This design comes from an exercise in tuning for small area, a short achievable clock period and few clock cycles per item on the open sky130 flow, not from production work. The RTL was checked by simulation tests, not by an equivalence proof against the original design. Power and IR drop assume default switching activity.

**flow/design.v**
```verilog
package eda_regional_max_pkg;
    localparam int DEF_M            = 8;
    localparam int DEF_N            = 8;
    localparam int DEF_PIXEL_WIDTH  = 8;
    localparam int DEF_WINDOW_WIDTH = 3;
    localparam int DEF_I_WIDTH      = 3;
    localparam int DEF_J_WIDTH      = 3;
endpackage
module regional_max_window (
    input  logic clk,
    input  logic idle_i,    
    input  logic a_i,       
    input  logic b_i,       
    output logic eq_o       
);
    logic eq_q;
    always_ff @(posedge clk) eq_q <= (eq_q & ~(a_i ^ b_i)) | idle_i;
    assign eq_o = eq_q;
endmodule
module regional_max
#(
    parameter int M            = eda_regional_max_pkg::DEF_M,
    parameter int N            = eda_regional_max_pkg::DEF_N,
    parameter int PIXEL_WIDTH  = eda_regional_max_pkg::DEF_PIXEL_WIDTH,
    parameter int WINDOW_WIDTH = eda_regional_max_pkg::DEF_WINDOW_WIDTH,
    parameter int I_WIDTH      = eda_regional_max_pkg::DEF_I_WIDTH,
    parameter int J_WIDTH      = eda_regional_max_pkg::DEF_J_WIDTH,
    parameter int ADDR_WIDTH   = I_WIDTH + J_WIDTH
) (
    input  logic                   clk,
    input  logic                   reset_n,
    input  logic [PIXEL_WIDTH-1:0] pixel_in,
    input  logic [ADDR_WIDTH-1:0]  rd_addr,
    input  logic                   start,
    input  logic [ADDR_WIDTH-1:0]  wr_addr,
    input  logic                   write_en,
    output logic                   done,
    output logic [M*N-1:0]        matrix_output
);
    localparam int P  = M * N;
    logic unused_rd_addr;
    assign unused_rd_addr = ^rd_addr;
    logic          busy_q;      
    logic          cmp_q;       
    logic          itr_q;       
    logic          done_q;
    logic          changed;
    logic                   we_q;
    logic [ADDR_WIDTH-1:0]  wa_q;
    logic [PIXEL_WIDTH-1:0] wd_q;
    always_ff @(posedge clk) begin
        if (!reset_n) we_q <= 1'b0;
        else          we_q <= write_en & ~busy_q;
        wa_q <= wr_addr;
        wd_q <= pixel_in;
    end
    logic [PIXEL_WIDTH-1:0] img_q [P];
    logic [PIXEL_WIDTH-1:0] bsel_q;   
    logic [P-1:0]           bp;       
    for (genvar p = 0; p < P; p++) begin : g_img
        localparam int R = p / N;
        localparam int C = p % N;
        always_ff @(posedge clk) begin
            if (we_q && wa_q[ADDR_WIDTH-1:J_WIDTH] == I_WIDTH'(R) &&
                wa_q[J_WIDTH-1:0] == J_WIDTH'(C))
                img_q[p] <= wd_q;
        end
        assign bp[p] = |(img_q[p] & bsel_q);
    end
    logic [P-1:0] flag_q;    
    logic [P-1:0] snd;       
    logic [P-1:0] clr;       
    assign snd = bp | ({P{itr_q}} & ~flag_q);
    function automatic int dr(input int d);
        case (d)
            0, 1, 7: dr = -1;
            3, 4, 5: dr = 1;
            default: dr = 0;
        endcase
    endfunction
    function automatic int dc(input int d);
        case (d)
            1, 2, 3: dc = 1;
            5, 6, 7: dc = -1;
            default: dc = 0;
        endcase
    endfunction
    for (genvar p = 0; p < P; p++) begin : g_pix
        localparam int R = p / N;
        localparam int C = p % N;
        logic [7:0] nb_eq;    
        logic [7:0] nb_hit;   
        for (genvar d = 0; d < 8; d++) begin : g_dir
            localparam int RR = R + dr(d);
            localparam int CC = C + dc(d);
            localparam bit V  = (RR >= 0) && (RR < M) && (CC >= 0) && (CC < N);
            localparam int Q  = V ? RR * N + CC : 0;
            if (V && d >= 2 && d <= 5) begin : g_own
                logic e_eq;
                regional_max_window u_edge (
                    .clk    (clk),
                    .idle_i (~busy_q),
                    .a_i    (bp[p]),
                    .b_i    (bp[Q]),
                    .eq_o   (e_eq)
                );
                assign nb_eq[d] = e_eq;
            end else if (V) begin : g_peer
                assign nb_eq[d] = g_pix[Q].g_dir[(d + 4) % 8].g_own.e_eq;
            end else begin : g_none
                assign nb_eq[d] = 1'b0;
            end
            if (V) begin : g_s
                assign nb_hit[d] = nb_eq[d] & snd[Q];
            end else begin : g_ns
                assign nb_hit[d] = 1'b0;
            end
        end
        assign clr[p] = ~bp[p] & (|nb_hit);
    end
    assign changed = |(flag_q & clr);
    always_ff @(posedge clk) begin
        if (!reset_n) begin
            busy_q  <= 1'b0;
            cmp_q   <= 1'b0;
            itr_q   <= 1'b0;
            bsel_q  <= '0;
            done_q  <= 1'b0;
            flag_q  <= '0;
        end else begin
            done_q  <= 1'b0;
            if (!busy_q) begin
                if (start) begin
                    busy_q  <= 1'b1;
                    cmp_q   <= 1'b1;
                    flag_q  <= '1;
                    bsel_q  <= {1'b1, {(PIXEL_WIDTH-1){1'b0}}};
                end
            end else if (cmp_q) begin
                bsel_q <= bsel_q >> 1;
                flag_q <= flag_q & ~clr;
                if (bsel_q[0]) begin
                    cmp_q  <= 1'b0;
                    itr_q  <= 1'b1;
                end
            end else if (itr_q) begin
                flag_q <= flag_q & ~clr;
                if (!changed) begin
                    itr_q  <= 1'b0;
                    busy_q <= 1'b0;
                    done_q <= 1'b1;
                end
            end
        end
    end
    assign done          = done_q;
    assign matrix_output = flag_q;
endmodule
```
**flow/flow/run.sh**
```bash
#!/bin/bash
# Standard layout, with timing repair aiming 6 ns above the 9 ns clock's
# requirement (i.e. for a 3 ns period), to find the shortest period the design
# reaches. The clock and constraints are the design's, unchanged.
set -euo pipefail
export SETUP_SLACK_MARGIN=6.0
bash standard.sh finish > standard_flow.log 2>&1
```
**flow/standard.sh**
```bash
#!/bin/bash
# synth_recipe.tcl (not shown) runs the flow's synth.tcl, then flattens the netlist and writes it again
# the make line also repeats each setting of config.mk as NAME=value (left out here)
make -C /OpenROAD-flow-scripts/flow DESIGN_CONFIG=/design/flow/config.mk WORK_HOME=/design/flow/orfs CLKGATE_MAP_FILE= SYNTH_SCRIPT=/design/flow/synth_recipe.tcl "${@:-finish}"
```
**flow/config.mk**
```make
export PLATFORM = sky130hd
export DESIGN_NAME = regional_max
export DESIGN_NICKNAME = regional_max
export VERILOG_FILES = /design/flow/design.v
export SDC_FILE = /design/flow/constraint.sdc
export NUM_CORES = 4
export LEC_CHECK = 0
export ABC_CLOCK_PERIOD_IN_PS = 3000
export CAP_MARGIN = 20
export CORE_MARGIN = 2
export CORE_UTILIZATION = 60
export SLEW_MARGIN = 20
```
**flow/constraint.sdc**
```tcl
create_clock -name core_clock -period 9.0 [get_ports {clk}]
set_input_delay 1.8000 -clock core_clock [delete_from_list [all_inputs] [get_ports {clk}]]
set_output_delay 1.8000 -clock core_clock [all_outputs]
set_load 0.01 [all_outputs]
```
==> out/results.tsv, run 1 <==
stage	metric	value	unit
sta	Final Max Slew Viols	0	
floorplan	Total Die Area	56950	sq um
critical_path	CP top delay family	compound AO/OA/AOI/OAI gates	
critical_path	worst endpoint required time	9580	ps
yosys	largest family of logic cells by synthesized area	compound AO/OA/AOI/OAI gates	
critical_path	arrival time worst endpoint	4010	ps
floorplan	Die Y	238.6	um
yosys	Post-synth top cells	edfxtp_1, nand2_1, a22oi_1	
finish	register area	21590	sq um
power	Clock power frac	0.414	
placement	IO Port Bufs	82	
yosys	Adder-Cell Fraction of Synth Area	0	
yosys	Synth top area share	0.4654	
sta	Fin Setup TNS	0	ps
critical_path	Slowest cell on crit path	a2111o_1	
sta	period utilisation layout	0.3807	
grt	total congestion overflow	0	
placement	GP Congestion	0.9133	
grt	first-pass GRT wire length	155.3	mm
run_status	status	no timing/DRC/antenna violations	
clock_network	clock buffer depth	3	
power	Power Internal	0.006550	W
sta	final setup fails	0	
sta	Final Skew	46.29	ps
placement	post-detail-place hpwl	56.29	mm
power	combinational power share	0.106	
sta	Final Critical Period	3426	ps
yosys	Synth Area in Compound Gates	0.1608	
power	sw power	0.002116	W
route	final WL	106.1	mm
yosys	EDFF count, synth	512	
route	DRC viols	0	
finish	Multi-input gate area	11650	sq um
power	switching part of the total power	0.2442	
placement	dpl cells	3413	
sta	fmax	291.9	MHz
power	part of the power in registers	0.480	
run	max-cap check violation count	0	
yosys	Synth Area in XOR/XNOR	0.05409	
sta	Worst-Margin Slew	909.4	ps
floorplan	row count	85	
finish	area growth from synthesis to layout	23.91	%
yosys	Mapped Nets	2791	
route	Via density	6.604	
yosys	Mean Syn Cell Area	11.94	sq um
finish	share of layout cells above drive strength 1	0.2438	
critical_path	crit path kind	flop to flop	
route	Routed WL per cell	27.71	um
yosys	Seq/Total Area, Yosys	0.6479	
critical_path	Worst setup SP type	flop	
yosys	most frequent cell after synthesis	edfxtp_1	
route	antenna-violating nets left	0	
critical_path	worst-path maximum fanout	16	
yosys	synthesized instance count	2767	
yosys	Async S/R FF share, synth	0	
clock_network	# clock sinks	813	
clock_network	Clock Root Buffer	clkbuf_16	
yosys	main area contributors after synthesis	edfxtp_1, dfxtp_1, a22oi_1	
power	Max VDD drop	0.2250	mV
grt	initial antenna violation count	0	
yosys	synthesized area	33030	sq um
finish	Ant. Diodes	0	
clock_network	H-tree depth	3	
clock_network	clock latency at the later pin of the worst-skew pair	670	ps
sta	Final Hold Viols	0	
power	PD cells	211.7	nW/um^2
yosys	post-synthesis register bit count	813	
clock_network	CTS tree	done	
floorplan	core area	54130	sq um
power	Leak Pwr	14.95	nW
critical_path	Critical Path End Type	flop	
floorplan	Chip Width	238.6	um
critical_path	Critical path buffers and inverters	3	
clock_network	clock slew at reported path FFs	60	ps
yosys	biggest area consumer among synthesized cells	edfxtp_1	
finish	final std cells w/o fill	3830	
yosys	synth unique cells	69	
critical_path	Crit path largest cell delay	530	ps
route	vias	25300	
critical_path	critical path cell sequence	buf_4 -> a22oi_1 -> nand4_1 -> buf_6 -> or2_4 -> buf_4 -> a22oi_1 -> a41oi_2 -> a2111o_1 -> a2111oi_4 -> nor4b_4 -> and4_1	
yosys	yosys warns	3	
yosys	post-synthesis mux area share	0	
grt	vias in the first global route	24400	
route	first-pass iteration count of the detailed router	8	
clock_network	TritonCTS buffer count	84	
route	Iteration-0 DRC Markers	3135	
sta	Rel. slew slack	0.3937	
grt	largest net degree at the start of global routing	66	
yosys	main flop type after synthesis	edfxtp_1	
yosys	Post-Synth Simple-Gate Area	0.1091	
sta	RSZ-0062 raised after global routing	true	
floorplan	initial core utilization	0.6102	
finish	Filler Cell Count	3541	
hold_path	Worst Hold Class	flop to flop	
finish	Post-layout nets	3088	
grt	GRT Total Usage	0.3717	
clock_network	hold_buf cts	0	
floorplan	I/O pin count	89	
## timing repair
| item | CTS | global route |
|---|---|---|
| setup endpoints to repair | 137 | 21 |
| pin swaps | 97 | 20 |
| hold endpoints to repair | 0 | 0 |
| gates resized for setup | 594 | 48 |
| gates cloned | 22 | 0 |
| setup buffers | 232 | 7 |
## power by group through the flow
stage / registers (W) / clock network (W) / logic (W)
2_1_floorplan: 0.00422 / 0 / 0.000448
3_3_place_gp: 0.00424 / 0 / 0.000701
3_5_place_dp: 0.00424 / 0 / 0.000713
4_1_cts: 0.00415 / 0.00359 / 0.000881
5_1_grt: 0.00416 / 0.00376 / 0.000975
6_report: 0.00416 / 0.00359 / 0.000919
## worst min-delay path: cells and delay by family, from the launching register on
family	cells	cell delay [ps]
flops	1	320
simple gates	2	100
## area by class of cell
cell class	instances	area share
inverters	54	0.005074
flip-flops and latches	813	0.5275
clock buffers	119	0.05854
clock inverters	37	0.01201
repair buffers	383	0.09094
multi-input cells	1728	0.2846
well taps	696	0.02128
## cells in the final DEF, fill, tap and decap left out, drive strengths merged, types with 55 or more instances in the layout
cell and count:
edfxtp 512, nand2 472, buf 355, a22oi 347, dfxtp 301, xnor2 187, nor2 137, clkbuf 119
o21ai 104, nand4 77, a21oi 71, inv 55
## metrics by stage
step	instance area (sq um)	hold slack (ps)	util	power [W]	setup WS [ps]
6_report	40930	456.3	0.7561	0.008666	5574
5_1_grt	40930	476.0	0.7561	0.008901	5549
4_1_cts	40780	452.0	0.7533	0.008625	5729
3_5_place_dp	34350	442.3	0.6345	0.004953	4211
3_3_place_gp	34350	435.4	0.6345	0.004937	4254
2_1_floorplan	33030	428.5	-	0.004669	6160
## path summary, 6_finish.rpt
check | from | to | slack, ps | depth (start not counted)
hold / removal | g_pix[13].g_dir[5].g_own.u_edge.eq_q | g_pix[13].g_dir[5].g_own.u_edge.eq_q | 460 | 2
setup / recovery | bsel_q[0] | done_q | 5570 | 12
hold reg to reg | g_pix[13].g_dir[5].g_own.u_edge.eq_q | g_pix[13].g_dir[5].g_own.u_edge.eq_q | 460 | 2
setup reg to reg | bsel_q[0] | done_q | 5570 | 12
## state kept, by name (all words and copies together), names as in the netlist
name / cells
flag_q: 64
g_pix.g_dir.g_own.u_edge.eq_q: 210
itr_q: 1
busy_q: 1
wd_q: 8
done_q: 1
we_q: 1
wa_q: 6
img_q: 512
bsel_q: 8
cmp_q: 1
## cells by family (layout without fill, tap and decap cells)
| group | Yosys count | count (layout) |
|---|---|---|
| xor+xnor | 204 | 204 |
| compound gates | 730 | 730 |
| flops | 813 | 813 |
| buf+inv | 227 | 593 |
| simple gates | 793 | 794 |
## layer usage
metal | vias to the layer above | share of wire | global-route usage
li1 | 10940 | - | -
met3 | 329 | 0.10 | 0.07725
met1 | 12560 | 0.38 | 0.4946
met4 | 0 | 0.057 | 0.1924
met2 | 1476 | 0.46 | 0.5803
met5 | - | 0 | 0
Testbench counts, summed over its fixed seeds: cycles 38,141, images 512.
==> run 2, diff against run 1 <==
--- a/flow/config.mk
+++ b/flow/config.mk
@@ -9,4 +9,6 @@
 export CAP_MARGIN = 20
 export CORE_MARGIN = 2
 export CORE_UTILIZATION = 60
+export CTS_BUF_LIST = sky130_fd_sc_hd__clkbuf_8
+export CTS_CLUSTER_SIZE = 30
 export SLEW_MARGIN = 20
==> run 2 against run 1 <==
  * Fmax is 2.4% lower
  * Total power is 5.9% lower
  * Clock skew is 14 ps lower
  * Register-to-register slack worse by 80 ps
  * Global-route usage is 0.96 points lower
  * First-iteration DRC count is 2.3% lower
  * Worst hold slack worse by 3.4 ps
  * Synthesized cell count stayed put
  * Core utilization is 0.82 points lower
  * Sequential share of layout area is 0.58 points higher
  * Critical path type unchanged
==> out/results.tsv, run 2 <==
stage	metric	value	unit	change
run_status	status	no timing/DRC/antenna violations		unchanged
yosys	Post-synth top cells	edfxtp_1, nand2_1, a22oi_1		unchanged
floorplan	Total Die Area	56950	sq um	unchanged
critical_path	FF-to-FF Start	bsel_q[3]		was bsel_q[0]
sta	Fin Setup TNS	0	ps	unchanged
sta	setup ws final	5491	ps	was 5574 ps
grt	vias in the first global route	24270		was 24400
floorplan	initial core utilization	0.6102		unchanged
critical_path	R2R setup slack	5490	ps	was 5570 ps
power	Leak Pwr	15.00	nW	was 14.95 nW
floorplan	row count	85		unchanged
route	Iteration-0 DRC Markers	3062		was 3135
clock_network	# clock sinks	813		unchanged
placement	post-detail-place hpwl	56.29	mm	unchanged
power	Max VDD drop	0.2001	mV	was 0.2250 mV
grt	first-pass GRT wire length	151.5	mm	was 155.3 mm
placement	worst slack, placed	4211	ps	unchanged
yosys	post-synthesis register bit count	813		unchanged
floorplan	I/O pin count	89		unchanged
power	total power draw	0.008154	W	was 0.008666 W
route	vias	25200		was 25300
hold_path	Hold Startpoint	g_pix[37].g_dir[3].g_own.u_edge.eq_q		was g_pix[13].g_dir[5].g_own.u_edge.eq_q
hold_path	Worst Hold Endpoint	g_pix[37].g_dir[3].g_own.u_edge.eq_q		was g_pix[13].g_dir[5].g_own.u_edge.eq_q
finish	commonest non-fill, non-tap cell in the layout	edfxtp_1		unchanged
finish	Filler Cell Count	3614		was 3541
yosys	main area contributors after synthesis	edfxtp_1, dfxtp_1, a22oi_1		unchanged
yosys	yosys warns	3		unchanged
power	PD cells	201.4	nW/um^2	was 211.7 nW/um^2
yosys	most frequent cell after synthesis	edfxtp_1		unchanged
yosys	Seq/Total Area, Yosys	0.6479		unchanged
sta	WHS	452.9	ps	was 456.3 ps
floorplan	Chip Width	238.6	um	unchanged
yosys	Mapped Nets	2791		unchanged
critical_path	crit path kind	flop to flop		unchanged
finish	Multi-input gate area	11370	sq um	was 11650 sq um
placement	Area after DPL	34350	sq um	unchanged
placement	IO Port Bufs	82		unchanged
yosys	EDFF count, synth	512		unchanged
floorplan	Die Y	238.6	um	unchanged
yosys	synthesized instance count	2767		unchanged
clock_network	TritonCTS buffer count	135		was 84
grt	GRT Total Usage	0.3621		was 0.3717
route	antenna-violating nets left	0		unchanged
yosys	Synth top area share	0.4654		unchanged
critical_path	arrival time worst endpoint	4230	ps	was 4010 ps
sta	Final Skew	32.56	ps	was 46.29 ps
critical_path	Worst setup SP type	flop		unchanged
yosys	Mean Syn Cell Area	11.94	sq um	unchanged
yosys	biggest area consumer among synthesized cells	edfxtp_1		unchanged
finish	area growth from synthesis to layout	22.57	%	was 23.91%
sta	Final Critical Period	3509	ps	was 3426 ps
critical_path	worst endpoint required time	9720	ps	was 9580 ps
critical_path	Critical Path End Type	flop		unchanged
grt	largest net degree at the start of global routing	66		unchanged
finish	most frequent cells in the layout	edfxtp_1, nand2_1, a22oi_1, buf_4, dfxtp_1		was edfxtp_1, nand2_1, a22oi_1, dfxtp_1, buf_4
finish	max reg flops	512		unchanged
route	DRC viols	0		unchanged
clock_network	hold_buf cts	0		unchanged
yosys	Async S/R FF share, synth	0		unchanged
hold_path	WHS Path Cells	2		unchanged
finish	design area	40490	sq um	was 40930 sq um
finish	register area	21590	sq um	unchanged
clock_network	Clock Root Buffer	clkbuf_8		was clkbuf_16
yosys	main flop type after synthesis	edfxtp_1		unchanged
sta	final setup fails	0		unchanged
critical_path	worst-path maximum fanout	10		was 16
finish	register bank with the most flops	img_q		unchanged
route	Via density	6.433		was 6.604
clock_network	clock latency at the later pin of the worst-skew pair	800	ps	was 670 ps
hold_path	Worst Hold Class	flop to flop		unchanged
clock_network	H-tree depth	4		was 3
sta	Worst-Margin Slew	936.0	ps	was 909.4 ps
critical_path	R2R depth	13		was 12
placement	GP Congestion	0.9133		unchanged
sta	Final Max Slew Viols	0		unchanged
yosys	synthesized area	33030	sq um	unchanged
grt	total congestion overflow	0		unchanged
finish	share of layout cells above drive strength 1	0.2404		was 0.2438
finish	Post-layout nets	3146		was 3088
sta	RSZ-0062 raised after global routing	true		unchanged
finish	biggest regs	img_q x512, g_pix.g_dir.g_own.u_edge.eq_q x210, flag_q x64		unchanged
floorplan	core area	54130	sq um	unchanged
sta	Rel. slew slack	0.3760		was 0.3937
route	final WL	104.4	mm	was 106.1 mm
sta	fmax	284.9	MHz	was 291.9 MHz
clock_network	clock buffer depth	3		unchanged
clock_network	clock slew at reported path FFs	70	ps	was 60 ps
sta	Final Hold Viols	0		unchanged
clock_network	CTS tree	done		unchanged
critical_path	Critical R2R Capture	done_q		unchanged
sta	period utilisation layout	0.3899		was 0.3807
run	max-cap check violation count	0		unchanged
route	first-pass iteration count of the detailed router	10		was 8
yosys	synth unique cells	69		unchanged
route	Routed WL per cell	26.64	um	was 27.71 um
grt	initial antenna violation count	2		was 0
-- run 2: cell counts after synthesis --
Identical to the previous run, type by type.
-- run 2: power breakdown --
group          internal, W  leakage (nW)  switching (W)  total, W
Sequential         0.00406          7.12      0.0000974   0.00416
Clock              0.00158          1.49        0.00149   0.00307
Combinational     0.000407          6.40       0.000525  0.000932
-- run 2: logic make-up after synthesis --
group,count (synthesis),share of synthesized area
flip-flops,813,0.6479
AND/OR/NAND/NOR,793,0.1091
buffers and inverters,227,0.02814
XOR/XNOR,204,0.05409
AO/OA/AOI/OAI,730,0.1608
-- run 2: what timing repair did --
action,in CTS,in global routing
buffers inserted,207,48
cloned,11,2
gates resized for setup,584,50
pin swaps,66,34
endpoints found under the setup margin,139,125
-- run 2: layer usage --
| metal | share of wire | vias to the layer above | GRT usage |
|---|---|---|---|
| met3 | 0.099 | 284 | 0.06894 |
| li1 | - | 11040 | - |
| met2 | 0.46 | 1455 | 0.5649 |
| met4 | 0.045 | 0 | 0.1862 |
| met1 | 0.39 | 12420 | 0.4870 |
| met5 | 0 | - | 0 |
-- run 2: critical path: stages (launching register included) --
cell       delay (ps)
dfxtp_4           360
buf_12            150
buf_16            140
buf_4             180
a22oi_1           160
nand4_1           120
buf_6             170
or2_4             300
a22o_1            220
o311a_1           390
a2111o_1          460
a2111oi_4         210
nor4b_4           320
and4_1            230
-- run 2: worst max-delay path by stage --
stage	slack, ps	end	from
4_1_cts	5650	done_q	bsel_q[6]
3_3_place_gp	4250	done_q	bsel_q[0]
3_5_place_dp	4210	done_q	bsel_q[0]
2_1_floorplan	6160	done_q	bsel_q[6]
5_1_grt	5460	done_q	bsel_q[6]
6_report	5490	done_q	bsel_q[3]
-- run 2: layout make-up --
type / instances / share of cell area
Timing Repair Buffer: 391 / 0.09722
Tap cell: 696 / 0.02151
Clock buffer: 152 / 0.05167
Inverter: 54 / 0.005006
Antenna cell: 2 / 0.0001236
Multi-Input combinational cell: 1727 / 0.2807
Sequential cell: 813 / 0.5333
Clock inverter: 83 / 0.01048
-- run 2: metrics by stage --
stage	std cells	util
2_1_floorplan	2767	-
3_3_place_gp	3413	0.6345
3_5_place_dp	3413	0.6345
4_1_cts	3866	0.7361
5_1_grt	3917	0.7479
6_report	3918	0.7479
==> run 3, diff against run 2 <==
--- a/flow/design.v
+++ b/flow/design.v
@@ -8,13 +8,13 @@
 endpackage
 module regional_max_window (
     input  logic clk,
-    input  logic idle_i,    
+    input  logic rearm_i,   
     input  logic a_i,       
     input  logic b_i,       
     output logic eq_o       
 );
     logic eq_q;
-    always_ff @(posedge clk) eq_q <= (eq_q & ~(a_i ^ b_i)) | idle_i;
+    always_ff @(posedge clk) eq_q <= (eq_q & ~(a_i ^ b_i)) | rearm_i;
     assign eq_o = eq_q;
 endmodule
 module regional_max
@@ -45,15 +45,6 @@
     logic          itr_q;       
     logic          done_q;
     logic          changed;
-    logic                   we_q;
-    logic [ADDR_WIDTH-1:0]  wa_q;
-    logic [PIXEL_WIDTH-1:0] wd_q;
-    always_ff @(posedge clk) begin
-        if (!reset_n) we_q <= 1'b0;
-        else          we_q <= write_en & ~busy_q;
-        wa_q <= wr_addr;
-        wd_q <= pixel_in;
-    end
     logic [PIXEL_WIDTH-1:0] img_q [P];
     logic [PIXEL_WIDTH-1:0] bsel_q;   
     logic [P-1:0]           bp;       
@@ -61,9 +52,9 @@
         localparam int R = p / N;
         localparam int C = p % N;
         always_ff @(posedge clk) begin
-            if (we_q && wa_q[ADDR_WIDTH-1:J_WIDTH] == I_WIDTH'(R) &&
-                wa_q[J_WIDTH-1:0] == J_WIDTH'(C))
-                img_q[p] <= wd_q;
+            if (write_en && !busy_q && wr_addr[ADDR_WIDTH-1:J_WIDTH] == I_WIDTH'(R) &&
+                wr_addr[J_WIDTH-1:0] == J_WIDTH'(C))
+                img_q[p] <= pixel_in;
         end
         assign bp[p] = |(img_q[p] & bsel_q);
     end
@@ -71,6 +62,8 @@
     logic [P-1:0] snd;       
     logic [P-1:0] clr;       
     assign snd = bp | ({P{itr_q}} & ~flag_q);
+    logic rearm;
+    assign rearm = ~busy_q & ~(start & ~done_q);
     function automatic int dr(input int d);
         case (d)
             0, 1, 7: dr = -1;
@@ -99,7 +92,7 @@
                 logic e_eq;
                 regional_max_window u_edge (
                     .clk    (clk),
-                    .idle_i (~busy_q),
+                    .rearm_i(rearm),
                     .a_i    (bp[p]),
                     .b_i    (bp[Q]),
                     .eq_o   (e_eq)
@@ -119,12 +112,15 @@
         assign clr[p] = ~bp[p] & (|nb_hit);
     end
     assign changed = |(flag_q & clr);
+    logic chg_q;
+    always_ff @(posedge clk) chg_q <= changed | cmp_q;
+    localparam logic [PIXEL_WIDTH-1:0] MSB = {1'b1, {(PIXEL_WIDTH-1){1'b0}}};
     always_ff @(posedge clk) begin
         if (!reset_n) begin
             busy_q  <= 1'b0;
             cmp_q   <= 1'b0;
             itr_q   <= 1'b0;
-            bsel_q  <= '0;
+            bsel_q  <= MSB;
             done_q  <= 1'b0;
             flag_q  <= '0;
         end else begin
@@ -133,8 +129,12 @@
                 if (start) begin
                     busy_q  <= 1'b1;
                     cmp_q   <= 1'b1;
-                    flag_q  <= '1;
-                    bsel_q  <= {1'b1, {(PIXEL_WIDTH-1){1'b0}}};
+                    if (done_q) begin
+                        flag_q <= '1;
+                    end else begin
+                        flag_q <= ~clr;
+                        bsel_q <= bsel_q >> 1;
+                    end
                 end
             end else if (cmp_q) begin
                 bsel_q <= bsel_q >> 1;
@@ -145,10 +145,11 @@
                 end
             end else if (itr_q) begin
                 flag_q <= flag_q & ~clr;
-                if (!changed) begin
+                if (!chg_q) begin
                     itr_q  <= 1'b0;
                     busy_q <= 1'b0;
                     done_q <= 1'b1;
+                    bsel_q <= MSB;
                 end
             end
         end
--- a/flow/config.mk
+++ b/flow/config.mk
@@ -9,6 +9,4 @@
 export CAP_MARGIN = 20
 export CORE_MARGIN = 2
 export CORE_UTILIZATION = 60
-export CTS_BUF_LIST = sky130_fd_sc_hd__clkbuf_8
-export CTS_CLUSTER_SIZE = 30
 export SLEW_MARGIN = 20
==> run 3 against run 2 <==
  * Setup slack improved by 58 ps
  * Combinational power increased by 62%
  * Non-clock buffer count decreased by 10
  * Core utilization increased by 0.28 points
  * Flip-flop and latch count decreased by 14
  * Critical path type unchanged
  * Critical endpoint is now chg_q
  * Largest cell class unchanged
  * Highest routed layer is now met5
==> out/results.tsv, run 3 <==
stage	metric	value	unit	change
grt	total congestion overflow	0		unchanged
critical_path	crit path kind	flop to flop		unchanged
sta	Fin Setup TNS	0	ps	unchanged
clock_network	H-tree depth	3		was 4
yosys	Synth top area share	0.4631		was 0.4654
yosys	largest family of logic cells by synthesized area	compound AO/OA/AOI/OAI gates		unchanged
critical_path	Critical R2R Capture	chg_q		was done_q
yosys	Synth Area in Compound Gates	0.2107		was 0.1608
clock_network	TritonCTS buffer count	83		was 135
sta	Final Max Slew Viols	0		unchanged
placement	IO Port Bufs	82		unchanged
yosys	yosys warns	3		unchanged
clock_network	CTS tree	done		unchanged
power	Leak Pwr	15.29	nW	was 15.00 nW
sta	fmax	289.8	MHz	was 284.9 MHz
yosys	Seq/Total Area, Yosys	0.6362		was 0.6479
placement	GP Congestion	0.9008		was 0.9133
grt	first-pass GRT wire length	153.5	mm	was 151.5 mm
yosys	synth unique cells	67		was 69
yosys	main area contributors after synthesis	edfxtp_1, dfxtp_1, a22oi_1		unchanged
sta	Final Hold Viols	0		unchanged
critical_path	R2R depth	10		was 13
yosys	synthesized instance count	2603		was 2767
run_status	status	no timing/DRC/antenna violations		unchanged
sta	final setup fails	0		unchanged
route	antenna-violating nets left	0		unchanged
yosys	Mapped Nets	2627		was 2791
yosys	Synth Area in XOR/XNOR	0.05250		was 0.05409
sta	RSZ-0062 raised after global routing	true		unchanged
placement	Area after DPL	34740	sq um	was 34350 sq um
run	max-cap check violation count	0		unchanged
route	WL met3	8.987	mm	was 10.28 mm
floorplan	row count	86		was 85
sta	Worst-Margin Slew	1006	ps	was 936.0 ps
grt	GRT Total Usage	0.3653		was 0.3621
hold_path	Worst Hold Class	flop to flop		unchanged
critical_path	arrival time worst endpoint	3850	ps	was 4230 ps
floorplan	Total Die Area	57230	sq um	was 56950 sq um
grt	vias in the first global route	24160		was 24270
critical_path	Worst setup SP type	flop		unchanged
placement	worst slack, placed	3831	ps	was 4211 ps
yosys	post-synthesis register bit count	799		was 813
sta	setup ws final	5549	ps	was 5491 ps
finish	register bank with the most flops	img_q		unchanged
hold_path	Worst Hold Endpoint	g_pix[13].g_dir[4].g_own.u_edge.eq_q		was g_pix[37].g_dir[3].g_own.u_edge.eq_q
power	PD cells	221.7	nW/um^2	was 201.4 nW/um^2
route	Iteration-0 DRC Markers	2872		was 3062
yosys	EDFF count, synth	512		unchanged
finish	Filler Cell Count	3508		was 3614
finish	biggest regs	img_q x512, g_pix.g_dir.g_own.u_edge.eq_q x210, flag_q x64		unchanged
grt	largest net degree at the start of global routing	108		was 66
sta	Rel. slew slack	0.3291		was 0.3760
route	final WL	104.8	mm	was 104.4 mm
floorplan	initial core utilization	0.6050		was 0.6102
route	Routed WL per cell	28.51	um	was 26.64 um
route	DRC viols	0		unchanged
clock_network	# clock sinks	799		was 813
finish	commonest non-fill, non-tap cell in the layout	edfxtp_1		unchanged
floorplan	Die Y	239.2	um	was 238.6 um
yosys	Post-synth top cells	edfxtp_1, a22oi_1, dfxtp_1		was edfxtp_1, nand2_1, a22oi_1
finish	max reg flops	512		unchanged
finish	share of layout cells above drive strength 1	0.2840		was 0.2404
finish	most frequent cells in the layout	edfxtp_1, a22oi_1, buf_4, dfxtp_1, a21o_1		was edfxtp_1, nand2_1, a22oi_1, buf_4, dfxtp_1
clock_network	clock slew at reported path FFs	60	ps	was 70 ps
yosys	Adder-Cell Fraction of Synth Area	0		unchanged
route	metal2 WL	49.45	mm	was 48.45 mm
critical_path	R2R setup slack	5550	ps	was 5490 ps
hold_path	WHS Path Cells	1		was 2
yosys	most frequent cell after synthesis	edfxtp_1		unchanged
yosys	Mean Syn Cell Area	12.75	sq um	was 11.94 sq um
sta	Final Critical Period	3451	ps	was 3509 ps
critical_path	FF-to-FF Start	bsel_q[0]		was bsel_q[3]
power	Max VDD drop	0.2240	mV	was 0.2001 mV
sta	WHS	468.1	ps	was 452.9 ps
route	wire length on met1	41.39	mm	was 40.91 mm
yosys	post-synthesis mux area share	0		unchanged
clock_network	clock buffer depth	3		unchanged
clock_network	Clock Root Buffer	clkbuf_16		was clkbuf_8
critical_path	Critical Path End Type	flop		unchanged
route	first-pass iteration count of the detailed router	5		was 10
yosys	Async S/R FF share, synth	0		unchanged
yosys	biggest area consumer among synthesized cells	edfxtp_1		unchanged
sta	Final Skew	24.09	ps	was 32.56 ps
yosys	synthesized area	33200	sq um	was 33030 sq um
critical_path	worst-path maximum fanout	11		was 10
placement	post-detail-place hpwl	56.83	mm	was 56.29 mm
finish	design area	41200	sq um	was 40490 sq um
finish	Post-layout nets	2934		was 3146
floorplan	Chip Width	239.2	um	was 238.6 um
yosys	main flop type after synthesis	edfxtp_1		unchanged
grt	initial antenna violation count	3		was 2
floorplan	core area	54880	sq um	was 54130 sq um
sta	period utilisation layout	0.3835		was 0.3899
route	vias	24680		was 25200
floorplan	I/O pin count	89		unchanged
hold_path	Hold Startpoint	g_pix[13].g_dir[4].g_own.u_edge.eq_q		was g_pix[37].g_dir[3].g_own.u_edge.eq_q
finish	area growth from synthesis to layout	24.10	%	was 22.57%
critical_path	worst endpoint required time	9400	ps	was 9720 ps
clock_network	hold_buf cts	0		unchanged
yosys	Post-Synth Simple-Gate Area	0.06972		was 0.1091
clock_network	clock latency at the later pin of the worst-skew pair	650	ps	was 800 ps
route	Via density	6.711		was 6.433
route	top sig layer	met5		was met4
[run 3: cell families (layout without fill, tap and decap cells)]
logic type / count (synthesis) / count (layout)
and+or+nand+nor: 423 / 425
DFF: 799 / 799
buffers and inverters: 219 / 586
xor gates and xnor gates: 199 / 199
other: 0 / 1
AOI/OAI and AO/OA: 963 / 963
[run 3: layer usage]
metal	up-vias	global-route usage
met3	269	0.06604
met4	2	0.1667
met5	-	0
met1	12440	0.4874
met2	1255	0.5868
li1	10720	-
[run 3: layout make-up]
class	instances	area, sq um	share of cell area
sequential	799	21310	0.5172
multi-input combinational	1587	12470	0.3026
timing repair buffer	381	3687	0.08949
clock buffer	111	2295	0.05569
tap	704	880.8	0.02138
clock inverter	36	335.3	0.008138
inverter	58	225.2	0.005466
antenna	1	2.502	0.00006073
[run 3: report_power, final]
group | total, W | switching (W) | internal [W]
registers | 0.00429 | 0.000181 | 0.00411
logic | 0.00151 | 0.000822 | 0.000686
clock network | 0.00333 | 0.00144 | 0.00189
total | 0.00913 | 0.00245 | 0.00669
[run 3: how the worst max path moves through the flow]
stage | from | to | slack, ps | cells past startpoint
after floorplan | wr_addr[3] | img_q[58][0] | 5890 | 3
after global placement | bsel_q[2] | chg_q | 3810 | 10
after detailed placement | bsel_q[2] | chg_q | 3830 | 10
after CTS | bsel_q[0] | chg_q | 5630 | 10
after global routing | bsel_q[2] | chg_q | 5500 | 12
final | bsel_q[0] | chg_q | 5550 | 10
[run 3: critical path, cell delays in order, from the launching register on]
cell	delay (ps)
dfxtp_4	420
buf_12	190
buf_16	160
a22oi_2	150
nand2_1	100
or3_4	400
a222oi_1	510
a211oi_2	230
a2111o_1	390
nor4_2	290
nand4_1	340
[run 3: metrics by stage]
step           total power (W)    util  cells
5_1_grt               0.009410  0.7508   3676
6_report              0.009135  0.7508   3677
4_1_cts               0.009068  0.7421   3640
2_1_floorplan         0.005114       -   2603
3_3_place_gp          0.005519  0.6330   3280
3_5_place_dp          0.005551  0.6331   3281
[run 3: what timing repair did]
| item | CTS | global route |
|---|---|---|
| gates resized for setup | 639 | 69 |
| gates cloned | 20 | 3 |
| pin swaps | 76 | 37 |
| setup endpoints to repair | 651 | 381 |
| buffers inserted | 192 | 33 |
Testbench counts of run 3, summed over its fixed seeds: cycles 38,141, images 512.
==> run 4, diff against run 3 <==
--- a/flow/config.mk
+++ b/flow/config.mk
@@ -5,6 +5,7 @@
 export SDC_FILE = /design/flow/constraint.sdc
 export NUM_CORES = 4
 export LEC_CHECK = 0
+export ABC_AREA = 1
 export ABC_CLOCK_PERIOD_IN_PS = 3000
 export CAP_MARGIN = 20
 export CORE_MARGIN = 2
==> run 4 against run 3 <==
  * Wire length up 2.3%
  * Synthesized cell count increased by 55%
  * Final cell count grew 36%
  * Sequential share of layout area is 0.90 points higher
  * Largest power group unchanged
==> out/results.tsv, run 4 <==
stage	metric	value	unit	change
run_status	status	no timing/DRC/antenna violations		unchanged
clock_network	H-tree depth	3		unchanged
yosys	yosys warns	3		unchanged
route	Routed WL per cell	21.39	um	was 28.51 um
grt	total congestion overflow	0		unchanged
grt	met2 GRT Util	0.5230		was 0.5868
yosys	Adder-Cell Fraction of Synth Area	0		unchanged
yosys	post-synthesis register bit count	799		unchanged
sta	WHS	479.4	ps	was 468.1 ps
power	Clock power frac	0.364		was 0.365
hold_path	Worst Hold Class	flop to flop		unchanged
power	total power draw	0.009054	W	was 0.009135 W
critical_path	Slowest cell on crit path	dfxtp_2		was a222oi_1
critical_path	worst endpoint required time	9530	ps	was 9400 ps
power	Leak Pwr	17.72	nW	was 15.29 nW
grt	GRT Total Usage	0.3540		was 0.3653
route	DRC viols	0		unchanged
route	Via density	5.691		was 6.711
route	final WL	107.3	mm	was 104.8 mm
floorplan	row count	88		was 86
finish	Ant. Diodes	0		was 1
critical_path	crit path kind	flop to flop		unchanged
finish	share of layout cells above drive strength 1	0.1477		was 0.2840
finish	commonest non-fill, non-tap cell in the layout	nand2_1		was edfxtp_1
sta	Rel. slew slack	0.2962		was 0.3291
route	first-pass iteration count of the detailed router	7		was 5
power	PD cells	223.7	nW/um^2	was 221.7 nW/um^2
critical_path	critical path cell sequence	buf_12 -> nand2_1 -> nand2_1 -> nor2_1 -> nand3_4 -> nand2_1 -> nand2_1 -> nor2_1 -> nand2_1 -> nand3_1 -> nand2_1 -> nor2_1 -> nand2_1 -> nor2_1 -> nand2_1 -> inv_1 -> nand2_1		was buf_12 -> buf_16 -> a22oi_2 -> nand2_1 -> or3_4 -> a222oi_1 -> a211oi_2 -> a2111o_1 -> nor4_2 -> nand4_1
clock_network	TritonCTS buffer count	83		unchanged
route	antenna-violating nets left	0		unchanged
power	switching part of the total power	0.2928		was 0.2680
power	part of the power in registers	0.476		was 0.470
yosys	Mapped Nets	4071		was 2627
clock_network	# clock sinks	799		unchanged
power	combinational power share	0.160		was 0.165
yosys	post-synthesis mux area share	0		unchanged
route	vias	28550		was 24680
critical_path	most frequent CP cell	nand2_1		
critical_path	arrival time worst endpoint	3530	ps	was 3850 ps
sta	fmax	333.3	MHz	was 289.8 MHz
hold_path	WHS Path Cells	2		was 1
critical_path	Critical Path End Type	flop		unchanged
sta	Worst-Margin Slew	1056	ps	was 1006 ps
clock_network	clock latency at the later pin of the worst-skew pair	660	ps	was 650 ps
finish	most frequent cells in the layout	nand2_1, edfxtp_1, nor2_1, nand3_1, dfxtp_1		was edfxtp_1, a22oi_1, buf_4, dfxtp_1, a21o_1
yosys	most frequent cell after synthesis	nand2_1		was edfxtp_1
critical_path	Crit path depth	17		was 10
yosys	Mean Syn Cell Area	8.628	sq um	was 12.75 sq um
critical_path	worst-path maximum fanout	53		was 11
yosys	Seq/Total Area, Yosys	0.6049		was 0.6362
sta	final setup fails	0		unchanged
grt	initial antenna violation count	0		was 3
power	sw power	0.002651	W	was 0.002448 W
finish	register bank with the most flops	img_q		unchanged
yosys	Post-synth top cells	nand2_1, edfxtp_1, nor2_1		was edfxtp_1, a22oi_1, dfxtp_1
yosys	EDFF count, synth	512		unchanged
yosys	biggest area consumer among synthesized cells	edfxtp_1		unchanged
grt	global routing usage on met3	0.06309		was 0.06604
yosys	Synth top area share	0.4403		was 0.4631
floorplan	core area	57590	sq um	was 54880 sq um
floorplan	Die Y	245.2	um	was 239.2 um
yosys	largest family of logic cells by synthesized area	simple AND/OR/NAND/NOR gates		was compound AO/OA/AOI/OAI gates
placement	GP Congestion	0.8940		was 0.9008
floorplan	Chip Width	245.2	um	was 239.2 um
critical_path	Critical path buffers and inverters	2		unchanged
critical_path	CP top delay family	simple AND/OR/NAND/NOR gates		was compound AO/OA/AOI/OAI gates
grt	first-pass GRT wire length	158.1	mm	was 153.5 mm
sta	Final Skew	32.63	ps	was 24.09 ps
grt	met1 usage	0.5259		was 0.4874
yosys	Synth Area in XOR/XNOR	0		was 0.05250
placement	IO Port Bufs	82		unchanged
grt	vias in the first global route	25740		was 24160
clock_network	Clock Root Buffer	clkbuf_16		unchanged
power	Power Internal	0.006403	W	was 0.006687 W
yosys	Async S/R FF share, synth	0		unchanged
yosys	synthesized instance count	4047		was 2603
run	max-cap check violation count	0		unchanged
finish	Post-layout nets	4209		was 2934
yosys	synth unique cells	31		was 67
floorplan	Total Die Area	60140	sq um	was 57230 sq um
clock_network	clock slew at reported path FFs	60	ps	about the same
power	Max VDD drop	0.1993	mV	was 0.2240 mV
route	Iteration-0 DRC Markers	3592		was 2872
finish	area growth from synthesis to layout	15.90	%	was 24.10%
grt	Most Crowded Layer GR	met1		was met2
sta	Final Hold Viols	0		unchanged
critical_path	Worst setup SP type	flop		unchanged
clock_network	CTS tree	done		unchanged
yosys	Post-Synth Simple-Gate Area	0.3172		was 0.06972
sta	Fin Setup TNS	0	ps	unchanged
clock_network	clock buffer depth	3		unchanged
sta	RSZ-0062 raised after global routing	true		unchanged
yosys	synthesized area	34920	sq um	was 33200 sq um
yosys	Synth Area in Compound Gates	0.04379		was 0.2107
critical_path	Crit path largest cell delay	440	ps	was 510 ps
floorplan	initial core utilization	0.6063		was 0.6050
yosys	main flop type after synthesis	edfxtp_1		unchanged
sta	period utilisation layout	0.3334		was 0.3835
floorplan	I/O pin count	89		unchanged
finish	max reg flops	512		unchanged
finish	biggest regs	img_q x512, g_pix.g_dir.g_own.u_edge.eq_q x210, flag_q x64		unchanged
yosys	main area contributors after synthesis	edfxtp_1, nand2_1, dfxtp_1		was edfxtp_1, dfxtp_1, a22oi_1
placement	post-detail-place hpwl	64.31	mm	was 56.83 mm
sta	Final Critical Period	3000	ps	was 3451 ps
critical_path	R2R depth	17		was 10
grt	largest net degree at the start of global routing	67		was 108
sta	Final Max Slew Viols	0		unchanged
## run 4: worst register-to-register path: stages (launching register included)
cell     delay (ps)
dfxtp_2         440
buf_12          280
nand2_1         110
nand2_1          50
nor2_1          380
nand3_4         230
nand2_1         130
nand2_1          50
nor2_1          100
nand2_1          90
nand3_1         260
nand2_1          90
nor2_1          260
nand2_1         100
nor2_1          140
nand2_1          60
inv_1            50
nand2_1          60
## run 4: layout make-up
type                    count  area [sq um]
flip-flops and latches    799         21300
fillers                  4476         17120
multi-input cells        2980         13490
clock buffers             119          2312
repair buffers            157          1454
well taps                 765         957.2
inverters                 164         654.4
clock inverters            32         300.3
## run 4: per-layer routing
| layer | vias to the layer above | wire length [um] |
|---|---|---|
| met1 | 13300 | 45850 |
| met5 | - | 0 |
| met4 | 0 | 3801 |
| met3 | 214 | 11140 |
| met2 | 1538 | 46480 |
| li1 | 13500 | - |
## run 4: worst paths after layout
kind | from | to | slack, ps
worst max-delay path | bsel_q[3] | chg_q | 6000
worst min-delay path | g_pix[52].g_dir[4].g_own.u_edge.eq_q | g_pix[52].g_dir[4].g_own.u_edge.eq_q | 480
worst max register to register | bsel_q[3] | chg_q | 6000
worst min register to register | g_pix[52].g_dir[4].g_own.u_edge.eq_q | g_pix[52].g_dir[4].g_own.u_edge.eq_q | 480
## run 4: logic make-up (layout without fill, tap and decap cells)
kind of cell | Yosys count | after routing
simple gates | 2707 | 2707
flops | 799 | 799
compound gates | 272 | 273
buf+inv | 269 | 472
## run 4: power groups by stage
stage	logic, W	clock network [W]	registers [W]
finish	0.00145	0.00330	0.00431
global route	0.00160	0.00346	0.00434
CTS	0.00140	0.00331	0.00431
detailed placement	0.00132	0	0.00438
global placement	0.00131	0	0.00438
floorplan	0.000856	0	0.00434
## run 4: what timing repair did
| action | 4_1_cts | 5_1_grt |
|---|---|---|
| cloned | 5 | 0 |
| setup endpoints to repair | 848 | 600 |
| setup buffers | 45 | 4 |
| pin swaps | 10 | 4 |
| hold buffers | 0 | 0 |
| resized for setup | 572 | 64 |
## run 4: per-stage QoR
step                instances    util  setup WS (ps)  cell area, sq um
finish                   5016  0.7027           6000             40470
global route             5016  0.7027           5931             40470
CTS                      5012  0.6988           5991             40240
detailed placement       4811  0.6300           3582             36280
global placement         4811  0.6300           3675             36280
floorplan                4047       -           5954             34920
==> run 5, diff against run 4 <==
--- a/flow/design.v
+++ b/flow/design.v
@@ -44,7 +44,7 @@
     logic          cmp_q;       
     logic          itr_q;       
     logic          done_q;
-    logic          changed;
+    logic          changed;     
     logic [PIXEL_WIDTH-1:0] img_q [P];
     logic [PIXEL_WIDTH-1:0] bsel_q;   
     logic [P-1:0]           bp;       
@@ -111,9 +111,11 @@
         end
         assign clr[p] = ~bp[p] & (|nb_hit);
     end
-    assign changed = |(flag_q & clr);
-    logic chg_q;
-    always_ff @(posedge clk) chg_q <= changed | cmp_q;
+    logic [M-1:0] chg_q;
+    for (genvar r = 0; r < M; r++) begin : g_chg
+        always_ff @(posedge clk) chg_q[r] <= (|(flag_q[r*N +: N] & clr[r*N +: N])) | cmp_q;
+    end
+    assign changed = |chg_q;
     localparam logic [PIXEL_WIDTH-1:0] MSB = {1'b1, {(PIXEL_WIDTH-1){1'b0}}};
     always_ff @(posedge clk) begin
         if (!reset_n) begin
@@ -145,7 +147,7 @@
                 end
             end else if (itr_q) begin
                 flag_q <= flag_q & ~clr;
-                if (!chg_q) begin
+                if (!changed) begin
                     itr_q  <= 1'b0;
                     busy_q <= 1'b0;
                     done_q <= 1'b1;
--- a/flow/config.mk
+++ b/flow/config.mk
@@ -5,7 +5,6 @@
 export SDC_FILE = /design/flow/constraint.sdc
 export NUM_CORES = 4
 export LEC_CHECK = 0
-export ABC_AREA = 1
 export ABC_CLOCK_PERIOD_IN_PS = 3000
 export CAP_MARGIN = 20
 export CORE_MARGIN = 2
==> run 5 against run 4 <==
  * Still clean
  * Via count fell by 19%
  * Core utilization increased by 2.5 points
  * Final cell count down 31%
  * Largest cell class unchanged
==> out/results.tsv, run 5 <==
stage	metric	value	unit	change
critical_path	crit path kind	primary input to flop		was flop to flop
yosys	post-synthesis register bit count	806		was 799
finish	most frequent cells in the layout	edfxtp_1, a22oi_1, a21o_1, dfxtp_1, xnor2_1		was nand2_1, edfxtp_1, nor2_1, nand3_1, dfxtp_1
floorplan	row count	85		was 88
clock_network	TritonCTS buffer count	84		was 83
sta	Worst-Margin Slew	1121	ps	was 1056 ps
yosys	main flop type after synthesis	edfxtp_1		unchanged
critical_path	critical path cell sequence	clkdlybuf4s50_1 -> a21oi_4 -> or2_4 -> o221a_2		was buf_12 -> nand2_1 -> nand2_1 -> nor2_1 -> nand3_4 -> nand2_1 -> nand2_1 -> nor2_1 -> nand2_1 -> nand3_1 -> nand2_1 -> nor2_1 -> nand2_1 -> nor2_1 -> nand2_1 -> inv_1 -> nand2_1
yosys	synth unique cells	64		was 31
sta	Final Critical Period	3040	ps	was 3000 ps
finish	Post-layout nets	2727		was 4209
yosys	main area contributors after synthesis	edfxtp_1, dfxtp_1, a22oi_1		was edfxtp_1, nand2_1, dfxtp_1
route	vias	23240		was 28550
grt	largest net degree at the start of global routing	106		was 67
yosys	Synth top area share	0.4660		was 0.4403
route	Iteration-0 DRC Markers	2834		was 3592
critical_path	Worst setup SP type	primary input		was flop
floorplan	initial core utilization	0.6095		was 0.6063
power	Max VDD drop	0.1837	mV	was 0.1993 mV
clock_network	Clock Root Buffer	clkbuf_16		unchanged
floorplan	I/O pin count	89		unchanged
power	Leak Pwr	14.50	nW	was 17.72 nW
finish	area growth from synthesis to layout	19.37	%	was 15.90%
finish	commonest non-fill, non-tap cell in the layout	edfxtp_1		was nand2_1
floorplan	Chip Width	238.5	um	was 245.2 um
finish	share of layout cells above drive strength 1	0.2406		was 0.1477
floorplan	Die Y	238.5	um	was 245.2 um
finish	Ant. Diodes	0		unchanged
yosys	Async S/R FF share, synth	0		unchanged
finish	register bank with the most flops	img_q		unchanged
run	max-cap check violation count	0		unchanged
critical_path	worst endpoint required time	9560	ps	was 9530 ps
hold_path	Worst Hold Class	flop to flop		unchanged
route	DRC viols	0		unchanged
yosys	Seq/Total Area, Yosys	0.6444		was 0.6049
hold_path	Hold Startpoint	g_pix[20].g_dir[4].g_own.u_edge.eq_q		was g_pix[52].g_dir[4].g_own.u_edge.eq_q
sta	RSZ-0062 raised after global routing	true		unchanged
sta	final setup fails	0		unchanged
placement	GP Congestion	0.8634		was 0.8940
yosys	synthesized area	32990	sq um	was 34920 sq um
grt	first-pass GRT wire length	141.7	mm	was 158.1 mm
route	Via density	6.716		was 5.691
sta	fmax	328.9	MHz	was 333.3 MHz
critical_path	arrival time worst endpoint	3600	ps	was 3530 ps
sta	setup ws final	5960	ps	was 6000 ps
sta	Final Max Slew Viols	0		unchanged
critical_path	worst-path maximum fanout	30		was 53
route	antenna-violating nets left	0		unchanged
route	Routed WL per cell	27.82	um	was 21.39 um
critical_path	crit path launch	start		was bsel_q[3]
grt	total congestion overflow	0		unchanged
finish	max reg flops	512		unchanged
sta	Rel. slew slack	0.2497		was 0.2962
run_status	status	no timing/DRC/antenna violations		unchanged
critical_path	Crit path largest cell delay	590	ps	was 440 ps
yosys	Mapped Nets	2540		was 4071
floorplan	Total Die Area	56880	sq um	was 60140 sq um
finish	Filler Cell Count	3631		was 4476
placement	worst slack, placed	4737	ps	was 3582 ps
clock_network	# clock sinks	806		was 799
yosys	synthesized instance count	2516		was 4047
finish	biggest regs	img_q x512, g_pix.g_dir.g_own.u_edge.eq_q x210, flag_q x64		unchanged
floorplan	core area	54130	sq um	was 57590 sq um
power	total power draw	0.009169	W	was 0.009054 W
route	first-pass iteration count of the detailed router	8		was 7
yosys	biggest area consumer among synthesized cells	edfxtp_1		unchanged
yosys	Post-synth top cells	edfxtp_1, a22oi_1, dfxtp_1		was nand2_1, edfxtp_1, nor2_1
sta	Final Hold Viols	0		unchanged
clock_network	CTS tree	done		unchanged
placement	IO Port Bufs	82		unchanged
clock_network	hold_buf cts	0		unchanged
critical_path	FF-to-FF Start	bsel_q[7]		was bsel_q[3]
clock_network	H-tree depth	3		unchanged
placement	post-detail-place hpwl	52.08	mm	was 64.31 mm
sta	Final Skew	37.54	ps	was 32.63 ps
route	final WL	96.25	mm	was 107.3 mm
clock_network	clock buffer depth	3		unchanged
yosys	EDFF count, synth	512		unchanged
clock_network	clock latency at the later pin of the worst-skew pair	660	ps	about the same
yosys	yosys warns	3		unchanged
sta	period utilisation layout	0.3378		was 0.3334
grt	vias in the first global route	22590		was 25740
clock_network	clock slew at reported path FFs	60	ps	about the same
critical_path	Slowest cell on crit path	or2_4		was dfxtp_2
finish	final core occ	0.7276		was 0.7027
sta	Fin Setup TNS	0	ps	unchanged
power	PD cells	232.8	nW/um^2	was 223.7 nW/um^2
yosys	Mean Syn Cell Area	13.11	sq um	was 8.628 sq um
yosys	most frequent cell after synthesis	edfxtp_1		was nand2_1
critical_path	R2R setup slack	6050	ps	was 6000 ps
grt	GRT Total Usage	0.3359		was 0.3540
critical_path	Critical Path End Type	flop		unchanged
grt	initial antenna violation count	1		was 0
## run 5: logic make-up (layout without fill, tap and decap cells)
group           count (synthesis)  count (layout)  synth area share
compound gates                931             931            0.2102
xor+xnor                      203             203           0.05389
buf+inv                       225             472           0.02984
flops                         806             806            0.6444
simple gates                  351             352           0.06166
## run 5: layout make-up
type	count	area (sq um)	area share
timing repair buffer	271	2316	0.05880
inverter	54	202.7	0.005146
multi-input combinational	1486	11750	0.2983
sequential	806	21430	0.5441
tap	696	870.8	0.02211
clock buffer	109	2276	0.05779
clock inverter	38	540.5	0.01372
## run 5: stage by stage
stage | hold slack (ps) | cell area [sq um] | std cells
detailed placement | 454.1 | 34370 | 3151
global placement | 441.9 | 34370 | 3151
floorplan | 435.9 | 33300 | 2516
CTS | 466.5 | 38850 | 3423
finish | 466.0 | 39390 | 3460
global route | 488.5 | 39390 | 3460
## run 5: worst max-delay path, delay by kind of cell
family / cells / cell delay (ps)
buffers and inverters: 1 / 570
AO/OA/AOI/OAI: 2 / 630
AND/OR/NAND/NOR: 1 / 590
## run 5: per-layer routing
layer / track usage / vias up / part of all wire
met1: 0.4751 / 11730 / 0.41
met2: 0.5336 / 1165 / 0.47
li1: - / 10190 / -
met5: 0 / - / 0.00020
met4: 0.09205 / 2 / 0.021
met3: 0.06767 / 147 / 0.095
## run 5: report_power, final
part	internal, W	switching, W	leakage [nW]
logic	0.000570	0.000716	6.03
registers	0.00415	0.000193	7.11
clock network	0.00208	0.00146	1.36
total	0.00680	0.00236	14.5
## run 5: repair_timing
action	4_1_cts	5_1_grt
buffers inserted	117	36
gates cloned	8	1
resized for setup	486	68
pin swaps	44	22
setup endpoints to repair	629	386
## run 5: worst paths after layout
path	endpoint	cells past startpoint
worst max-delay path	flag_q[15]	4
worst min-delay path	g_pix[20].g_dir[4].g_own.u_edge.eq_q	1
worst max register to register	chg_q[2]	8
worst min register to register	g_pix[20].g_dir[4].g_own.u_edge.eq_q	1
Testbench counts of run 5, summed over its fixed seeds: cycles 38,141, images 512.
==> run 6, diff against run 5 <==
--- a/flow/config.mk
+++ b/flow/config.mk
@@ -5,6 +5,7 @@
 export SDC_FILE = /design/flow/constraint.sdc
 export NUM_CORES = 4
 export LEC_CHECK = 0
+export ABC_AREA = 1
 export ABC_CLOCK_PERIOD_IN_PS = 3000
 export CAP_MARGIN = 20
 export CORE_MARGIN = 2
==> run 6 against run 5 <==
  * Wire length increased by 15%
  * Combinational power increased by 89%
  * Fmax increased by 0.16%
  * First-iteration DRC count increased by 30%
  * Design area increased by 3.1%
  * Synthesized cell count increased by 63%
  * Worst hold slack improved by 15 ps
  * Clock-buffer cell count increased by 7
  * Final cell count increased by 47%
  * Largest cell class unchanged
  * Highest routed layer unchanged
==> out/results.tsv, run 6 <==
stage	metric	value	unit	change
floorplan	Total Die Area	60420	sq um	was 56880 sq um
route	final WL	111.1	mm	was 96.25 mm
clock_network	# clock sinks	806		unchanged
critical_path	crit path kind	flop to flop		was primary input to flop
power	Power Internal	0.006986	W	was 0.006804 W
yosys	main area contributors after synthesis	edfxtp_1, nand2_1, dfxtp_1		was edfxtp_1, dfxtp_1, a22oi_1
placement	Area after DPL	36380	sq um	was 34370 sq um
grt	first-pass GRT wire length	163.6	mm	was 141.7 mm
yosys	Post-Synth Simple-Gate Area	0.3019		was 0.06166
critical_path	critical path cell sequence	buf_6 -> nand2_1 -> nand2_1 -> nor2_1 -> nand2_1 -> clkinvlp_4 -> nand3_1 -> nand2_1 -> nor2_1 -> nand3_1		was clkdlybuf4s50_1 -> a21oi_4 -> or2_4 -> o221a_2
sta	final setup fails	0		unchanged
finish	area growth from synthesis to layout	15.74	%	was 19.37%
floorplan	Chip Width	245.8	um	was 238.5 um
sta	Worst-Margin Slew	974.7	ps	was 1121 ps
placement	post-detail-place hpwl	66.22	mm	was 52.08 mm
grt	total congestion overflow	0		unchanged
power	PD cells	258.5	nW/um^2	was 232.8 nW/um^2
finish	design area	40600	sq um	was 39390 sq um
clock_network	clock slew at reported path FFs	60	ps	about the same
finish	Ant. Diodes	0		unchanged
grt	largest net degree at the start of global routing	66		was 106
yosys	synth unique cells	28		was 64
route	Via density	5.721		was 6.716
critical_path	Slowest cell on crit path	dfxtp_4		was or2_4
clock_network	CTS tree	done		unchanged
yosys	EDFF count, synth	512		unchanged
hold_path	Worst Hold Class	flop to flop		unchanged
finish	commonest non-fill, non-tap cell in the layout	nand2_1		was edfxtp_1
route	Iteration-0 DRC Markers	3689		was 2834
sta	Final Skew	31.98	ps	was 37.54 ps
yosys	synthesized instance count	4102		was 2516
yosys	post-synthesis mux area share	0		unchanged
clock_network	H-tree depth	3		unchanged
critical_path	worst endpoint required time	9510	ps	was 9560 ps
critical_path	worst-path maximum fanout	39		was 30
run_status	status	no timing/DRC/antenna violations		unchanged
critical_path	Critical path buffers and inverters	2		was 1
yosys	most frequent cell after synthesis	nand2_1		was edfxtp_1
finish	max reg flops	512		unchanged
finish	share of layout cells above drive strength 1	0.1154		was 0.2406
route	Routed WL per cell	21.88	um	was 27.82 um
yosys	post-synthesis register bit count	806		unchanged
finish	final std cells w/o fill	5079		was 3460
yosys	synthesized area	35080	sq um	was 32990 sq um
yosys	Async S/R FF share, synth	0		unchanged
critical_path	Worst setup SP type	flop		was primary input
yosys	Synth top area share	0.4383		was 0.4660
floorplan	initial core utilization	0.6069		was 0.6095
finish	most frequent cells in the layout	nand2_1, edfxtp_1, nor2_1, nand3_1		was edfxtp_1, a22oi_1, a21o_1, dfxtp_1, xnor2_1
power	part of the power in registers	0.439		was 0.474
power	Max VDD drop	0.1925	mV	was 0.1837 mV
grt	GRT Total Usage	0.3684		was 0.3359
finish	Post-layout nets	4270		was 2727
placement	GP Congestion	0.9104		was 0.8634
power	switching part of the total power	0.3343		was 0.2579
route	antenna-violating nets left	0		unchanged
power	Leak Pwr	17.74	nW	was 14.50 nW
clock_network	TritonCTS buffer count	84		unchanged
yosys	Adder-Cell Fraction of Synth Area	0		unchanged
clock_network	Clock Root Buffer	clkbuf_16		unchanged
finish	final core occ	0.7024		was 0.7276
sta	period utilisation layout	0.3373		was 0.3378
sta	Final Max Slew Viols	0		unchanged
grt	vias in the first global route	26210		was 22590
floorplan	row count	88		was 85
floorplan	Die Y	245.8	um	was 238.5 um
route	DRC viols	0		unchanged
finish	biggest regs	img_q x512, g_pix.g_dir.g_own.u_edge.eq_q x210, flag_q x64		unchanged
critical_path	arrival time worst endpoint	3550	ps	was 3600 ps
sta	Final Hold Viols	0		unchanged
route	vias	29060		was 23240
critical_path	most frequent CP cell	nand2_1		
power	combinational power share	0.233		was 0.140
floorplan	core area	57810	sq um	was 54130 sq um
power	sw power	0.003508	W	was 0.002365 W
grt	initial antenna violation count	1		unchanged
sta	RSZ-0062 raised after global routing	true		unchanged
yosys	main flop type after synthesis	edfxtp_1		unchanged
yosys	yosys warns	3		unchanged
yosys	Mean Syn Cell Area	8.552	sq um	was 13.11 sq um
sta	Rel. slew slack	0.3502		was 0.2497
yosys	Synth Area in Compound Gates	0.04779		was 0.2102
yosys	Synth Area in XOR/XNOR	0		was 0.05389
route	first-pass iteration count of the detailed router	6		was 8
clock_network	clock latency at the later pin of the worst-skew pair	650	ps	was 660 ps
yosys	Mapped Nets	4126		was 2540
power	Clock power frac	0.328		was 0.386
yosys	Post-synth top cells	nand2_1, edfxtp_1, nor2_1		was edfxtp_1, a22oi_1, dfxtp_1
critical_path	Critical Path End Type	flop		unchanged
placement	IO Port Bufs	82		unchanged
critical_path	Crit path largest cell delay	610	ps	was 590 ps
finish	register bank with the most flops	img_q		unchanged
critical_path	CP top delay family	simple AND/OR/NAND/NOR gates		was compound AO/OA/AOI/OAI gates
floorplan	I/O pin count	89		unchanged
yosys	Seq/Total Area, Yosys	0.6061		was 0.6444
run	max-cap check violation count	0		unchanged
sta	fmax	329.4	MHz	was 328.9 MHz
yosys	biggest area consumer among synthesized cells	edfxtp_1		unchanged
yosys	largest family of logic cells by synthesized area	simple AND/OR/NAND/NOR gates		was compound AO/OA/AOI/OAI gates
sta	Final Critical Period	3036	ps	was 3040 ps
sta	Fin Setup TNS	0	ps	unchanged
clock_network	clock buffer depth	3		unchanged
clock_network	hold_buf cts	0		unchanged
placement	dpl cells	4865		was 3151
==> run 6: cell types whose count changed in the layout (fill, tap and decap cells not counted), moves of 101 or more <==
cell     change
nand2_1   +1877
a22oi_1    -346
nor2_1     +304
nand3_1    +259
a21o_1     -224
xnor2_1    -186
inv_1      +146
o21ai_0    +115
buf_4      -101
==> run 6: area by class of cell <==
| class | count | area, sq um |
|---|---|---|
| multi-input cells | 2947 | 12980 |
| flip-flops and latches | 806 | 21470 |
| fillers | 4560 | 17210 |
| inverters | 242 | 923.4 |
| clock buffers | 116 | 2323 |
| well taps | 765 | 957.2 |
| repair buffers | 165 | 1525 |
| clock inverters | 38 | 421.7 |
==> run 6: metal layers <==
metal	up-vias	share of wire	global-route usage
li1	13640	-	-
met1	13520	0.41	0.5369
met2	1633	0.43	0.5452
met3	263	0.12	0.07498
met4	2	0.041	0.1399
met5	-	0.000090	0
==> run 6: final timing paths <==
path              slack (ps)                                 start                                   end  cells past startpoint
hold reg to reg          480  g_pix[50].g_dir[3].g_own.u_edge.eq_q  g_pix[50].g_dir[3].g_own.u_edge.eq_q                      2
hold / removal           480  g_pix[50].g_dir[3].g_own.u_edge.eq_q  g_pix[50].g_dir[3].g_own.u_edge.eq_q                      2
setup / recovery        5960                             bsel_q[1]                              chg_q[1]                     10
setup reg to reg        5960                             bsel_q[1]                              chg_q[1]                     10
==> run 6: power groups by stage <==
| stage | logic (W) | registers, W | clock network, W |
|---|---|---|---|
| final | 0.00244 | 0.00461 | 0.00344 |
| after global routing | 0.00269 | 0.00465 | 0.00361 |
| after CTS | 0.00237 | 0.00460 | 0.00345 |
| after detailed placement | 0.00226 | 0.00467 | 0 |
| after global placement | 0.00223 | 0.00467 | 0 |
| after floorplan | 0.00150 | 0.00457 | 0 |
==> run 6: cells by family (layout without fill, tap and decap cells) <==
logic type             Yosys count  count (layout)
AO/OA/AOI/OAI                  297             297
flip-flops                     806             806
AND/OR/NAND/NOR               2650            2650
buffers and inverters          349             561
==> run 6: repair_timing <==
| item | in CTS | in global routing |
|---|---|---|
| hold endpoints to repair | 0 | 0 |
| pin swaps | 2 | 6 |
| gates cloned | 8 | 0 |
| setup buffers | 47 | 5 |
| endpoints found under the setup margin | 750 | 711 |
| gates resized for setup | 564 | 33 |
==> run 6: metrics by stage <==
stage / hold slack [ps] / power [W] / worst slack [ps]
finish: 481.1 / 0.01049 / 5964
global route: 489.8 / 0.01095 / 5920
CTS: 479.5 / 0.01042 / 5879
detailed placement: 469.9 / 0.006931 / 4121
global placement: 465.4 / 0.006900 / 4167
floorplan: 456.2 / 0.006076 / 6034
==> run 6: worst reg2reg max path, delay by kind of cell, from the launching register on <==
kind                   cells  cell delay [ps]
and+or+nand+nor            8             1430
buffers and inverters      2              880
DFF                        1              610

## afterwards: timing with drivers on the ports
In the flow no input, the clock included, has a driving cell. The finished layouts below were timed again as built, in two steps. Step 1: set_driving_cell puts a clkbuf_16 on clk and a buf_2 on each other input, an assumption about the parent block. Step 2 also shifts input and output timing later by t, the mid clock arrival at the registers, as if the neighbouring blocks saw the same clock. Slacks: ideal / step 1 / step 2; pairs: ideal / step 1.
run | t (ns) | setup WS [ns] | hold WS [ns] | worst setup path after step 2 | worst data-port slew with drivers (ns)
run 1 | 0.707 | 5.574 / 5.574 / 5.223 | 0.456 / 0.456 / 0.456 | input to register | 0.04
run 2 | 0.841 | 5.491 / 5.491 / 5.264 | 0.453 / 0.453 / 0.453 | input to register | 0.03
run 3 | 0.700 | 5.549 / 5.549 / 5.364 | 0.468 / 0.468 / 0.468 | input to register | 0.03
run 4 | 0.704 | 6.000 / 5.958 / 5.420 | 0.479 / 0.479 / 0.479 | input to register | 0.03
run 5 | 0.703 | 5.960 / 5.977 / 5.298 | 0.466 / 0.466 / 0.466 | input to register | 0.04
run 6 | 0.700 | 5.964 / 5.958 / 5.352 | 0.481 / 0.481 / 0.481 | input to register | 0.05
After both steps setup and hold are still met in every run listed. For run 5, which loses most, drivers alone change the setup slack by +0.017 ns; drivers and shift together by -0.662 ns.
